From an optimization exercise on the open Yosys and OpenROAD flow, aimed at small area; shortcuts taken in it are not production practice.
The RTL was checked by simulation tests, not by an equivalence proof against the original design.
Power figures rest on the tool's default switching activity, not on a simulated workload.

Setup of xenon:
==> flow/design.v (excerpt) <==
module mvm_top (
    input  logic         CLOCK_50,
    input  logic         reset_n,
    input  logic         in_valid,
    output logic         in_ready,
    input  logic [511:0] w,
    input  logic [63:0]  u,
    output logic         out_valid,
    input  logic         out_ready,
    output logic [63:0]  v,
    output logic [7:0]   sat_flag
);
export LEC_CHECK = 0
export ABC_AREA = 1
export CAP_MARGIN = 20
export CORE_AREA = 4 4 226 226
export DIE_AREA = 0 0 230 230
export SLEW_MARGIN = 20
create_clock -name core_clock -period 32.0 [get_ports {CLOCK_50}]
standard.sh (not shown) runs the stock make flow with config.mk's settings and CLKGATE_MAP_FILE= SYNTH_SCRIPT=/design/flow/synth_recipe.tcl, a recipe that flattens the netlist after the stock synthesis.
==> flow/flow/run.sh <==
#!/bin/bash
set -euo pipefail
export PRE_GLOBAL_PLACE_TCL="$PWD/flow/downsize.tcl"
export BUFFER_PORTS_ARGS="-buffer_cell sky130_fd_sc_hd__buf_1"
export CTS_ARGS="-sink_clustering_enable -repair_clock_nets -dont_use_dummy_load -buf_list sky130_fd_sc_hd__clkbuf_8 -sink_clustering_size 16 -sink_clustering_max_diameter 100"
bash standard.sh finish > run_standard.log 2>&1
==> flow/flow/downsize.tcl <==
# Before global placement: give every combinational cell the smallest drive
# strength of its own cell family (same function and pins). Synthesis maps
# some gates at larger drives; at this clock period none needs it, and the
# later repair steps still buffer or resize wherever slew or capacitance
# requires it.
set block [ord::get_db_block]
set n 0
set saved 0.0
foreach inst [$block getInsts] {
  set master [$inst getMaster]
  set name [$master getName]
  if {![regexp {^(sky130_fd_sc_hd__[a-z0-9]+)_([0-9]+)$} $name -> base drive]} { continue }
  if {[regexp {df|dl|sdf|edf|tap|fill|decap|diode|conb|clkbuf|clkinv|clkdly} $base]} { continue }
  set area [expr {[$master getWidth] * [$master getHeight]}]
  set best $name
  set best_area $area
  foreach d {0 1 2 3 4 6 8 12 16} {
    set cand "${base}_$d"
    if {$cand eq $name} { continue }
    set m [[ord::get_db] findMaster $cand]
    if {$m eq "NULL" || $m eq ""} { continue }
    set lc [get_lib_cells -quiet */$cand]
    if {[llength $lc] == 0} { continue }
    if {[get_property $lc dont_use]} { continue }
    set a [expr {[$m getWidth] * [$m getHeight]}]
    if {$a < $best_area} { set best $cand; set best_area $a }
  }
  if {$best ne $name} {
    replace_cell [$inst getName] $best
    incr n
    set saved [expr {$saved + ($area - $best_area) / 1e6}]
  }
}
puts "downsize: resized $n cells, saved $saved um^2"
Input-level comparison between maple and xenon:
# xenon
export LEC_CHECK = 0
export ABC_AREA = 1
export CAP_MARGIN = 20
export CORE_AREA = 4 4 226 226
export DIE_AREA = 0 0 230 230
export SLEW_MARGIN = 20
create_clock -name core_clock -period 32.0 [get_ports {CLOCK_50}]
# maple
export LEC_CHECK = 0
export ABC_AREA = 1
export CAP_MARGIN = 20
export CORE_AREA = 4 4 236 236
export DIE_AREA = 0 0 240 240
export SLEW_MARGIN = 20
create_clock -name core_clock -period 32.0 [get_ports {CLOCK_50}]
## What came out
Between maple and xenon, the post-synthesis to final-layout area growth does not differ in any meaningful way. Comparing xenon against maple, there is no change at all in async set-reset flop share out of synthesis. maple ended up with a higher core area than xenon did. In maple, the worst hold slack came out 0.011 ns below the value in xenon. The via count reported for maple is lower than the one for xenon. In maple relative to xenon, wire length of the first global-routing pass had gone down by a few percent.
Input-level comparison between quartz and maple:
==> flow/flow/run.sh <==
#!/bin/bash
set -euo pipefail
export PRE_GLOBAL_PLACE_TCL="$PWD/flow/downsize.tcl"
export BUFFER_PORTS_ARGS="-buffer_cell sky130_fd_sc_hd__buf_1"
export CTS_ARGS="-sink_clustering_enable -repair_clock_nets -dont_use_dummy_load -buf_list sky130_fd_sc_hd__clkbuf_8 -sink_clustering_size 18 -sink_clustering_max_diameter 100"
bash standard.sh finish > run_standard.log 2>&1
==> comparison <==
The power in quartz sits 0.83% below the value recorded for maple. Summary of quartz over maple: met1 capacity usage during global routing ~0 delta, worst setup slack after layout went down by 0.0051 ns, wire length neither gained nor lost much, ratio of cells with drive above 1 in the final layout fell 0.17 points, global-route usage comparable. Comparing quartz and maple, number of antenna violations at the first check in global routing is lower on quartz. maple has a higher worst hold slack across all endpoints than quartz.

========
Setup of raven:
mvm_top, a different RTL version from the one above (not shown whole).
For scale: about 1600 cells after synthesis, ~19000 sq um of cells after synthesis.
==> flow/config.mk <==
export PLATFORM = sky130hd
export DESIGN_NAME = mvm_top
export DESIGN_NICKNAME = mvm_top
export VERILOG_FILES = /design/flow/design.v
export SDC_FILE = /design/flow/constraint.sdc
export NUM_CORES = 4
export LEC_CHECK = 0
export ABC_AREA = 1
export CAP_MARGIN = 20
export CORE_MARGIN = 2
export CORE_UTILIZATION = 65
export SLEW_MARGIN = 20
==> flow/constraint.sdc <==
create_clock -name core_clock -period 32.0 [get_ports {CLOCK_50}]
set_input_delay 6.4000 -clock core_clock [delete_from_list [all_inputs] [get_ports {CLOCK_50}]]
set_output_delay 6.4000 -clock core_clock [all_outputs]
set_load 0.01 [all_outputs]
==> flow/flow/run.sh <==
#!/bin/bash
set -euo pipefail
export PRE_GLOBAL_PLACE_TCL="$PWD/flow/downsize.tcl"
export BUFFER_PORTS_ARGS="-buffer_cell sky130_fd_sc_hd__buf_1"
export CTS_ARGS="-sink_clustering_enable -repair_clock_nets -dont_use_dummy_load -sink_clustering_size 25 -sink_clustering_max_diameter 100"
bash standard.sh finish > run_standard.log 2>&1
Scripts as last shown in full above: flow/flow/downsize.tcl
The flow ended early for raven: it failed with a tool error in 3_2_place_iop.
> inputs changed (raven -> zinc)
Settings: swapping 65 for 40 in CORE_UTILIZATION.
--- a/flow/flow/run.sh
+++ b/flow/flow/run.sh
@@ -3 +2,0 @@
-export PRE_GLOBAL_PLACE_TCL="$PWD/flow/downsize.tcl"
removed: flow/flow/downsize.tcl
The flow did not stop early for zinc: all stages ran, and the layout cleared the timing, DRC and antenna checks. zinc ended up with a lower initial cell density of the core than raven did. From raven to zinc the numbers moved as follows: sequential cell area fraction in the yosys report shows no meaningful change; die extent in y increased by about 27% relative to the old numbers; die width up 27%.
Setup changes, zinc to juniper
--- a/flow/flow/run.sh
+++ b/flow/flow/run.sh
@@ -2,0 +3 @@
+export PRE_GLOBAL_PLACE_TCL="$PWD/flow/downsize.tcl"
==> flow/flow/downsize.tcl (new file) <==
# Before global placement: give every combinational cell the smallest drive
# strength of its own cell family (same function and pins). Synthesis maps
# some gates at larger drives; at this clock period none needs it, and the
# later repair steps still buffer or resize wherever slew or capacitance
# requires it.
set block [ord::get_db_block]
set n 0
set saved 0.0
foreach inst [$block getInsts] {
  set master [$inst getMaster]
  set name [$master getName]
  if {![regexp {^(sky130_fd_sc_hd__[a-z0-9]+)_([0-9]+)$} $name -> base drive]} { continue }
  if {[regexp {df|dl|sdf|edf|tap|fill|decap|diode|conb|clkbuf|clkinv|clkdly} $base]} { continue }
  set area [expr {[$master getWidth] * [$master getHeight]}]
  set best $name
  set best_area $area
  foreach d {0 1 2 3 4 6 8 12 16} {
    set cand "${base}_$d"
    if {$cand eq $name} { continue }
    set m [[ord::get_db] findMaster $cand]
    if {$m eq "NULL" || $m eq ""} { continue }
    set lc [get_lib_cells -quiet */$cand]
    if {[llength $lc] == 0} { continue }
    if {[get_property $lc dont_use]} { continue }
    set a [expr {[$m getWidth] * [$m getHeight]}]
    if {$a < $best_area} { set best $cand; set best_area $a }
  }
  if {$best ne $name} {
    replace_cell [$inst getName] $best
    incr n
    set saved [expr {$saved + ($area - $best_area) / 1e6}]
  }
}
puts "downsize: resized $n cells, saved $saved um^2"
[summary]
The total wirelength of the detailed-routed design of juniper and that of zinc are within noise of each other.
Against zinc, post-layout minimum cycle time in juniper came out better.
Final cell area: juniper below zinc
Inputs modified between juniper and onyx:
Settings: swapping 40 for 65 in CORE_UTILIZATION.
--- a/flow/flow/run.sh
+++ b/flow/flow/run.sh
@@ -5 +5 @@
-export CTS_ARGS="-sink_clustering_enable -repair_clock_nets -dont_use_dummy_load -sink_clustering_size 25 -sink_clustering_max_diameter 100"
+export CTS_ARGS="-sink_clustering_enable -repair_clock_nets -dont_use_dummy_load -sink_clustering_size 35 -sink_clustering_max_diameter 100"
Results
Area share of fa/ha/maj cells after synthesis: onyx vs juniper identical
Re number of enable-type register cells in the synthesized netlist: no difference whatsoever between juniper and onyx.
onyx against juniper: synthesized area stayed essentially flat, initial core utilization rose by 25 points, placement row count fell by about 22%, count of different cell masters after synthesis stayed essentially flat.
onyx -> juniper: post-synthesis cell count delta 0, exact match
Run status, onyx: aborted in 3_2_place_iop, error PPL-0024
Row height of the die: onyx lower / juniper higher
What juniper reported for horizontal die dimension has to be multiplied by 0.79 to get the figure for onyx.

========
== job 101 ==
mvm_top, a different RTL version from the one above (not shown whole).
Size: roughly 600 flip-flops, roughly 0.019 mm² of cells after synthesis.
clock: 32.0 ns
lec_check: 0
abc_area: 1
cap_margin: 20
core_margin: 2
core_utilization: 40
place_density: 0.85
slew_margin: 20
==> flow/flow/run.sh <==
#!/bin/bash
set -euo pipefail
export PRE_GLOBAL_PLACE_TCL="$PWD/flow/downsize.tcl"
export BUFFER_PORTS_ARGS="-buffer_cell sky130_fd_sc_hd__buf_1"
export CTS_ARGS="-sink_clustering_enable -repair_clock_nets -dont_use_dummy_load -buf_list sky130_fd_sc_hd__clkbuf_8 -sink_clustering_size 16 -sink_clustering_max_diameter 100"
bash standard.sh finish > run_standard.log 2>&1
==> flow/flow/downsize.tcl <==
# Before global placement: give every combinational cell the smallest drive
# strength of its own cell family (same function and pins). Synthesis maps
# some gates at larger drives; at this clock period none needs it, and the
# later repair steps still buffer or resize wherever slew or capacitance
# requires it.
set block [ord::get_db_block]
set n 0
set saved 0.0
foreach inst [$block getInsts] {
  set master [$inst getMaster]
  set name [$master getName]
  if {![regexp {^(sky130_fd_sc_hd__[a-z0-9]+)_([0-9]+)$} $name -> base drive]} { continue }
  if {[regexp {df|dl|sdf|edf|tap|fill|decap|diode|conb|clkbuf|clkinv|clkdly} $base]} { continue }
  set area [expr {[$master getWidth] * [$master getHeight]}]
  set best $name
  set best_area $area
  foreach d {0 1 2 3 4 6 8 12 16} {
    set cand "${base}_$d"
    if {$cand eq $name} { continue }
    set m [[ord::get_db] findMaster $cand]
    if {$m eq "NULL" || $m eq ""} { continue }
    set lc [get_lib_cells -quiet */$cand]
    if {[llength $lc] == 0} { continue }
    if {[get_property $lc dont_use]} { continue }
    set a [expr {[$m getWidth] * [$m getHeight]}]
    if {$a < $best_area} { set best $cand; set best_area $a }
  }
  if {$best ne $name} {
    replace_cell [$inst getName] $best
    incr n
    set saved [expr {$saved + ($area - $best_area) / 1e6}]
  }
}
puts "downsize: resized $n cells, saved $saved um^2"
Input-level comparison between job 102 and job 101:
- a deleted PLACE_DENSITY that had been 0.85
==> run summary <==
Clock period minus worst slack, job 101 and job 102, higher one = job 102. As of job 102, wire length of the first global-routing pass had risen by a few percent compared to job 101. Ratio of cells with drive above 1 in the final layout across job 101 and job 102: no real change. Going from job 101 to job 102, wire length went up 2.8 mm, largest fanout on the critical path held, worst IR drop on VDD has decreased, fraction of area in multi-input gates level. Job 102 ended with more global-route usage than job 101. Between job 102 and job 101, it is job 102 whose via count is lower, by 1.8%. The faster design of the two is job 101; job 102 tops out lower.

-- afterwards: timing with drivers on the ports --
How much do the figures lean on ideal ports? The routed layouts below were timed once more, with nothing changed but the port constraints.
Step 1 assumes that a clkbuf_16 drives the clock port and a buf_2 every other input.
Step 2 times the ports against the registers' clock, not the clock port: input delays grow and output delays shrink by t, the midpoint of the rising clock arrivals with the driver on.
a / b / c = ideal / step 1 / step 2; a / b = the first two.
run	t, ns	setup WS [ns]	latest minus earliest clock arrival (ns)	cell pins on the clock port's net
xenon	0.631	18.320 / 18.265 / 18.265	0.055 / 0.055	1
maple	0.638	18.282 / 18.251 / 18.251	0.059 / 0.058	1
quartz	0.643	18.277 / 18.247 / 18.247	0.052 / 0.051	1
zinc	0.631	18.217 / 18.170 / 18.170	0.057 / 0.057	1
juniper	0.620	18.270 / 18.223 / 18.223	0.042 / 0.042	1
job 101	0.653	18.344 / 18.300 / 18.300	0.056 / 0.055	1
job 102	0.666	18.298 / 18.270 / 18.270	0.053 / 0.053	1
After both steps setup and hold are still met in every run listed. For xenon, which loses most, drivers alone change the setup slack by -0.055 ns; drivers and shift together by -0.055 ns.
